From an optimization exercise on the open Yosys and OpenROAD flow, aimed at small area and a short achievable clock period; shortcuts taken in it are not production practice. RTL that was checked went through simulation tests only; none was proved equivalent to the original. Power figures rest on the tool's default switching activity, not on a simulated workload.

## maple
Design biq_top, start of the top module:
module biq_top (
    input  logic                 clk,
    input  logic                 rst_clk,
    input  logic                 global_flush,
    input  logic                 dispatch_stall,
    input  logic                 in_vld,
    input  biq_pkg::pipe_t       in_pipe,
    input  biq_pkg::iid_t        in_iid,
    input  biq_pkg::opcode_t     in_opcode,
    input  biq_pkg::funct7_t     in_funct7,
    input  biq_pkg::funct3_t     in_funct3,
    input  biq_pkg::xlen_t       in_pc,
    input  logic                 in_psrc1_vld,
    input  logic                 in_psrc1_ready,
    input  biq_pkg::preg_t       in_psrc1,
    input  logic                 in_psrc2_vld,
    input  logic                 in_psrc2_ready,
    input  biq_pkg::preg_t       in_psrc2,
    input  logic                 in_pdst_vld,
    input  biq_pkg::preg_t       in_pdst,
    input  logic                 in_imm_vld,
    input  biq_pkg::xlen_t       in_imm,
    input  biq_pkg::wake_vld_t   wake_vld,
    input  biq_pkg::wake_preg_t  wake_preg,
    output logic                 biq_stall,
    output logic                 biq_vld,
    output biq_pkg::iid_t        biq_iid,
    output biq_pkg::opcode_t     biq_opcode,
    output biq_pkg::funct7_t     biq_funct7,
    output biq_pkg::funct3_t     biq_funct3,
    output biq_pkg::xlen_t       biq_pc,
    output logic                 biq_psrc1_vld,
    output biq_pkg::preg_t       biq_psrc1,
    output logic                 biq_psrc2_vld,
    output biq_pkg::preg_t       biq_psrc2,
    output logic                 biq_pdst_vld,
    output biq_pkg::preg_t       biq_pdst,
    output logic                 biq_imm_vld,
    output biq_pkg::xlen_t       biq_imm
);
For scale: about 1800 cells after synthesis, roughly 720 flip-flops, roughly 390 I/O pins, about 27000 µm² of cells after synthesis.
==> flow/config.mk <==
export PLATFORM = sky130hd
export DESIGN_NAME = biq_top
export DESIGN_NICKNAME = biq_top
export VERILOG_FILES = /design/flow/design.v
export SDC_FILE = /design/flow/constraint.sdc
export NUM_CORES = 4
export LEC_CHECK = 0
export CAP_MARGIN = 20
export CORE_MARGIN = 2
export CORE_UTILIZATION = 40
export SLEW_MARGIN = 20
==> flow/constraint.sdc <==
create_clock -name core_clock -period 4.0 [get_ports {clk}]
set_input_delay 0.8000 -clock core_clock [delete_from_list [all_inputs] [get_ports {clk}]]
set_output_delay 0.8000 -clock core_clock [all_outputs]
set_load 0.01 [all_outputs]
standard.sh (not shown) runs the stock make flow with config.mk's settings and CLKGATE_MAP_FILE= SYNTH_SCRIPT=/design/flow/synth_recipe.tcl, a recipe that flattens the netlist after the stock synthesis.
==> flow/flow/run.sh <==
#!/bin/bash
set -euo pipefail
export BUFFER_PORTS_ARGS="-buffer_cell sky130_fd_sc_hd__buf_2"
bash standard.sh finish > flow_standard.log 2>&1
maple completed end to end with timing, DRC and antenna clean.
Setup changes, maple to lagoon
# maple
export LEC_CHECK = 0
export CAP_MARGIN = 20
export CORE_MARGIN = 2
export CORE_UTILIZATION = 40
export SLEW_MARGIN = 20
create_clock -name core_clock -period 4.0 [get_ports {clk}]
# lagoon
export LEC_CHECK = 0
export CAP_MARGIN = 20
export CORE_MARGIN = 2
export CORE_UTILIZATION = 60
export SETUP_SLACK_MARGIN = 2.0
export SLEW_MARGIN = 20
create_clock -name core_clock -period 4.0 [get_ports {clk}]
[summary]
Going from maple to lagoon, power consumption shrinks by about 0.65%.
Part of the power in the clock network: lagoon lower than maple
g_buf[0].u_entry.pay[77] as the startpoint of the worst setup timing path was reported by lagoon, and wake_preg[1] by maple.
Across both runs, setup slack was higher for lagoon than for maple.
Between maple and lagoon, the flow reports final-stage net count increasing slightly.
For the highest cell delay on the worst timing path, lagoon came in 0.02 ns lower than maple did.
Going from maple to lagoon, final hold slack went up; instance area at placement decreased by about 1.3% relative to the old numbers.
Between lagoon and maple, overall global routing resource usage is higher for lagoon, maple comes in under that.
NOTE: sequential share of layout area in lagoon exceeds that of maple
lagoon vs. maple: wire length reported by the detailed router now smaller, starting utilization of the core area went up by 20 points.
No functional check of the RTL was part of any run of this note.

## try-fjord
biq_top, a different RTL version from the one above (not shown whole).
Size: ~1800 cells after synthesis, ~710 flip-flops, roughly 0.027 mm² of cells after synthesis.
==> flow/config.mk <==
export PLATFORM = sky130hd
export DESIGN_NAME = biq_top
export DESIGN_NICKNAME = biq_top
export VERILOG_FILES = /design/flow/design.v
export SDC_FILE = /design/flow/constraint.sdc
export NUM_CORES = 4
export LEC_CHECK = 0
export CAP_MARGIN = 20
export CORE_MARGIN = 2
export CORE_UTILIZATION = 40
export SETUP_SLACK_MARGIN = 1.9
export SLEW_MARGIN = 20
==> flow/constraint.sdc <==
create_clock -name core_clock -period 4.0 [get_ports {clk}]
set_input_delay 0.8000 -clock core_clock [delete_from_list [all_inputs] [get_ports {clk}]]
set_output_delay 0.8000 -clock core_clock [all_outputs]
set_load 0.01 [all_outputs]
==> flow/flow/run.sh <==
#!/bin/bash
set -euo pipefail
export BUFFER_PORTS_ARGS="-buffer_cell sky130_fd_sc_hd__buf_2"
export CTS_ARGS="-sink_clustering_enable -repair_clock_nets -dont_use_dummy_load"
bash standard.sh finish > flow_standard.log 2>&1
Relative to try-fjord, the following input files were edited for try-onyx:
==> flow/flow/run.sh <==
#!/bin/bash
set -euo pipefail
export BUFFER_PORTS_ARGS="-buffer_cell sky130_fd_sc_hd__buf_1"
export POST_GLOBAL_PLACE_TCL="$PWD/flow/port_bufs.tcl"
export CTS_ARGS="-sink_clustering_enable -repair_clock_nets -dont_use_dummy_load"
bash standard.sh finish > flow_standard.log 2>&1
==> flow/flow/port_bufs.tcl (new file) <==
# Input port buffers that drive many loads get a stronger buffer.
set n 0
set block [ord::get_db_block]
foreach bterm [$block getBTerms] {
  if { [$bterm getIoType] != "INPUT" } { continue }
  set net [$bterm getNet]
  if { $net == "NULL" } { continue }
  foreach iterm [$net getITerms] {
    set inst [$iterm getInst]
    if { [[$inst getMaster] getName] != "sky130_fd_sc_hd__buf_1" } { continue }
    set onet [[$inst findITerm X] getNet]
    if { $onet == "NULL" } { continue }
    set fo [expr { [llength [$onet getITerms]] - 1 }]
    if { $fo >= 8 } {
      replace_cell [get_cells [$inst getName]] sky130_fd_sc_hd__buf_4
      incr n
    }
  }
}
puts "port_bufs: resized $n input port buffers"
diff --git a/flow/config.mk b/flow/config.mk
--- a/flow/config.mk
+++ b/flow/config.mk
@@ -9,4 +9,4 @@
 export CORE_MARGIN = 2
-export CORE_UTILIZATION = 40
-export SETUP_SLACK_MARGIN = 1.9
+export CORE_UTILIZATION = 60
+export SETUP_SLACK_MARGIN = 2.0
 export SLEW_MARGIN = 20
Looking at fraction of met1 tracks used by global routing, try-onyx sits 12 points higher than try-fjord does.
Per-instance average area after synthesis came out exactly the same in try-onyx and try-fjord.
Going from try-fjord to try-onyx, number of inserted diodes picked up an extra 4, met2 track demand over resource picked up an extra 12 points, wire length down about 7%.
For share of total power in combinational logic, try-fjord and try-onyx come out practically identical.
Power per standard cell area: lower on try-onyx
Having completed the whole flow, try-onyx delivered a layout that passed the timing, design-rule and antenna checks.
Relative to try-fjord, try-onyx improves worst-case setup margin in the final layout.
| final instance area | try-onyx vs try-fjord | better |
Diff try-onyx..try-fjord | switching part of the total | negligible
| ratio of final minimum period to clock period | higher: try-fjord |
What try-pepper does differently from try-onyx at the input level:
==> flow/flow/run.sh <==
#!/bin/bash
set -euo pipefail
export BUFFER_PORTS_ARGS="-buffer_cell sky130_fd_sc_hd__buf_2"
bash standard.sh finish > flow_standard.log 2>&1
diff --git a/flow/config.mk b/flow/config.mk
--- a/flow/config.mk
+++ b/flow/config.mk
@@ -9,3 +9,3 @@
 export CORE_MARGIN = 2
-export CORE_UTILIZATION = 60
+export CORE_UTILIZATION = 40
 export SETUP_SLACK_MARGIN = 2.0
removed: flow/flow/port_bufs.tcl
## What came out
Fraction of layout instances using a drive strength above 1 in try-pepper is 17 points above try-onyx. Lower clock latency on the worst-skew pair among try-pepper and try-onyx: try-onyx. Compared try-pepper vs try-onyx, and final total power is up in try-pepper. try-pepper: no failed stages, no open violations at the end. In try-pepper, the clock skew came out 39 ps below the value in try-onyx. Relative to try-onyx, the utilization after layout of try-pepper is lower by 20 points. Per the comparison of try-pepper with try-onyx, hold slack decreased by 7.9 ps relative to the old numbers, via count increased by 525 relative to the old numbers, routed wire length on met3 decreased by about 10% relative to the old numbers.
#### Input delta (try-tundra over try-pepper)
==> flow/flow/run.sh <==
#!/bin/bash
set -euo pipefail
export BUFFER_PORTS_ARGS="-buffer_cell sky130_fd_sc_hd__buf_2"
export CTS_ARGS="-sink_clustering_enable -repair_clock_nets -dont_use_dummy_load"
bash standard.sh finish > flow_standard.log 2>&1
diff --git a/flow/config.mk b/flow/config.mk
--- a/flow/config.mk
+++ b/flow/config.mk
@@ -9,3 +9,4 @@
 export CORE_MARGIN = 2
-export CORE_UTILIZATION = 40
+export CORE_UTILIZATION = 60
+export CTS_BUF_LIST = sky130_fd_sc_hd__clkbuf_8
 export SETUP_SLACK_MARGIN = 2.0
Findings:
- try-tundra ran to completion and came out clean on the timing, design-rule and antenna checks.
- The maximum clock frequency number comes out lower for try-tundra vs try-pepper.
- try-tundra against try-pepper: post-layout minimum cycle time went up, final instance area went down, power went down.
- Floorplan row count of try-tundra falls short of that of try-pepper by more than 10%.
- Sort try-tundra and try-pepper by first-pass GRT wire length desc -> top: try-pepper
- The count of clock-buffer cells in the layout in try-tundra is 0.68 times that in try-pepper.
- try-pepper → try-tundra: final routed wire length divided by cell count saw an increase; post-placement worst setup slack saw a decrease.
Input-level comparison between try-amber and try-tundra:
diff --git a/flow/config.mk b/flow/config.mk
--- a/flow/config.mk
+++ b/flow/config.mk
@@ -10,4 +10,4 @@
 export CORE_UTILIZATION = 60
-export CTS_BUF_LIST = sky130_fd_sc_hd__clkbuf_8
 export SETUP_SLACK_MARGIN = 2.0
 export SLEW_MARGIN = 20
+export TNS_END_PERCENT = 5
[summary]
- Relative slew slack in try-amber vs try-tundra: up 14 points
- NOTE: transition at the pin with the smallest max-transition slack in try-amber falls short of that of try-tundra
- Between try-amber and try-tundra, the share of total power in combinational logic does not differ in any meaningful way.
- try-amber vs. try-tundra: critical path depth went down by 1.
- For try-amber, the cell type of the slowest stage on the worst timing path was edfxtp_1, unlike try-tundra, where it was o41ai_2.
- Register cell area after layout: try-tundra vs try-amber — no meaningful difference
- Diff try-amber and try-tundra: count of TritonRoute iterations in the first routing pass higher in try-tundra
Here is what was changed in the inputs of try-willow compared with try-amber.
==> flow/flow/run.sh <==
#!/bin/bash
set -euo pipefail
export BUFFER_PORTS_ARGS="-buffer_cell sky130_fd_sc_hd__buf_2"
bash standard.sh finish > flow_standard.log 2>&1
diff --git a/flow/config.mk b/flow/config.mk
--- a/flow/config.mk
+++ b/flow/config.mk
@@ -9,5 +9,4 @@
 export CORE_MARGIN = 2
-export CORE_UTILIZATION = 60
-export SETUP_SLACK_MARGIN = 2.0
+export CORE_UTILIZATION = 55
+export SETUP_SLACK_MARGIN = 2.4
 export SLEW_MARGIN = 20
-export TNS_END_PERCENT = 5
[summary]
Comparing try-willow and try-amber, the higher met2 track demand over resource in global routing is on try-willow. Final cell count is lower on try-amber. On met3 wire length: between try-willow and try-amber, it ends up higher for try-willow. Diff try-amber -> try-willow: final period demand of the worst path went down by 49 ps, area growth from synthesis to final layout went up by 22 points, final-layout worst hold slack went down by 30 ps, total design power went up by 13%. Horizontal die dimension of try-willow exceeds that of try-amber by a few percent. Relative slew slack for try-willow: 13 points up relative to try-amber. Changes observed in try-willow relative to try-amber: total number of cells along the worst setup path fell 5; final critical-path setup slack went up 49 ps.

what the ideal ports hide:
How much do the figures lean on ideal ports? The routed layouts below were timed once more, with nothing changed but the port constraints.
Step 1, drivers: a clkbuf_16 drives clk and a buf_2 each remaining input, both assumed.
Step 2 also shifts input and output timing later by t, the mid clock arrival at the registers, as if the neighbouring blocks saw the same clock.
Slacks: ideal ports / drivers / drivers and shift; pairs: ideal ports / drivers.
run	t (ns)	slack for setup (ns)	worst setup path after step 2	pins driven straight from the clock port
maple	0.667	1.541 / 1.559 / 0.906	input to register	1
lagoon	0.652	1.682 / 1.679 / 1.027	input to register	1
try-fjord	0.639	1.753 / 1.790 / 1.150	input to register	1
try-onyx	0.636	1.826 / 1.863 / 1.229	input to register	1
try-pepper	0.677	1.956 / 1.922 / 1.309	input to register	1
try-tundra	0.635	1.908 / 1.925 / 1.290	input to register	1
try-amber	0.641	1.862 / 1.856 / 1.274	input to register	1
try-willow	0.669	1.911 / 1.850 / 1.393	input to register	1
After both steps every run listed still meets setup and hold. The setup slack of lagoon, which loses most, moves by -0.003 ns with the drivers and by -0.655 ns with both steps.
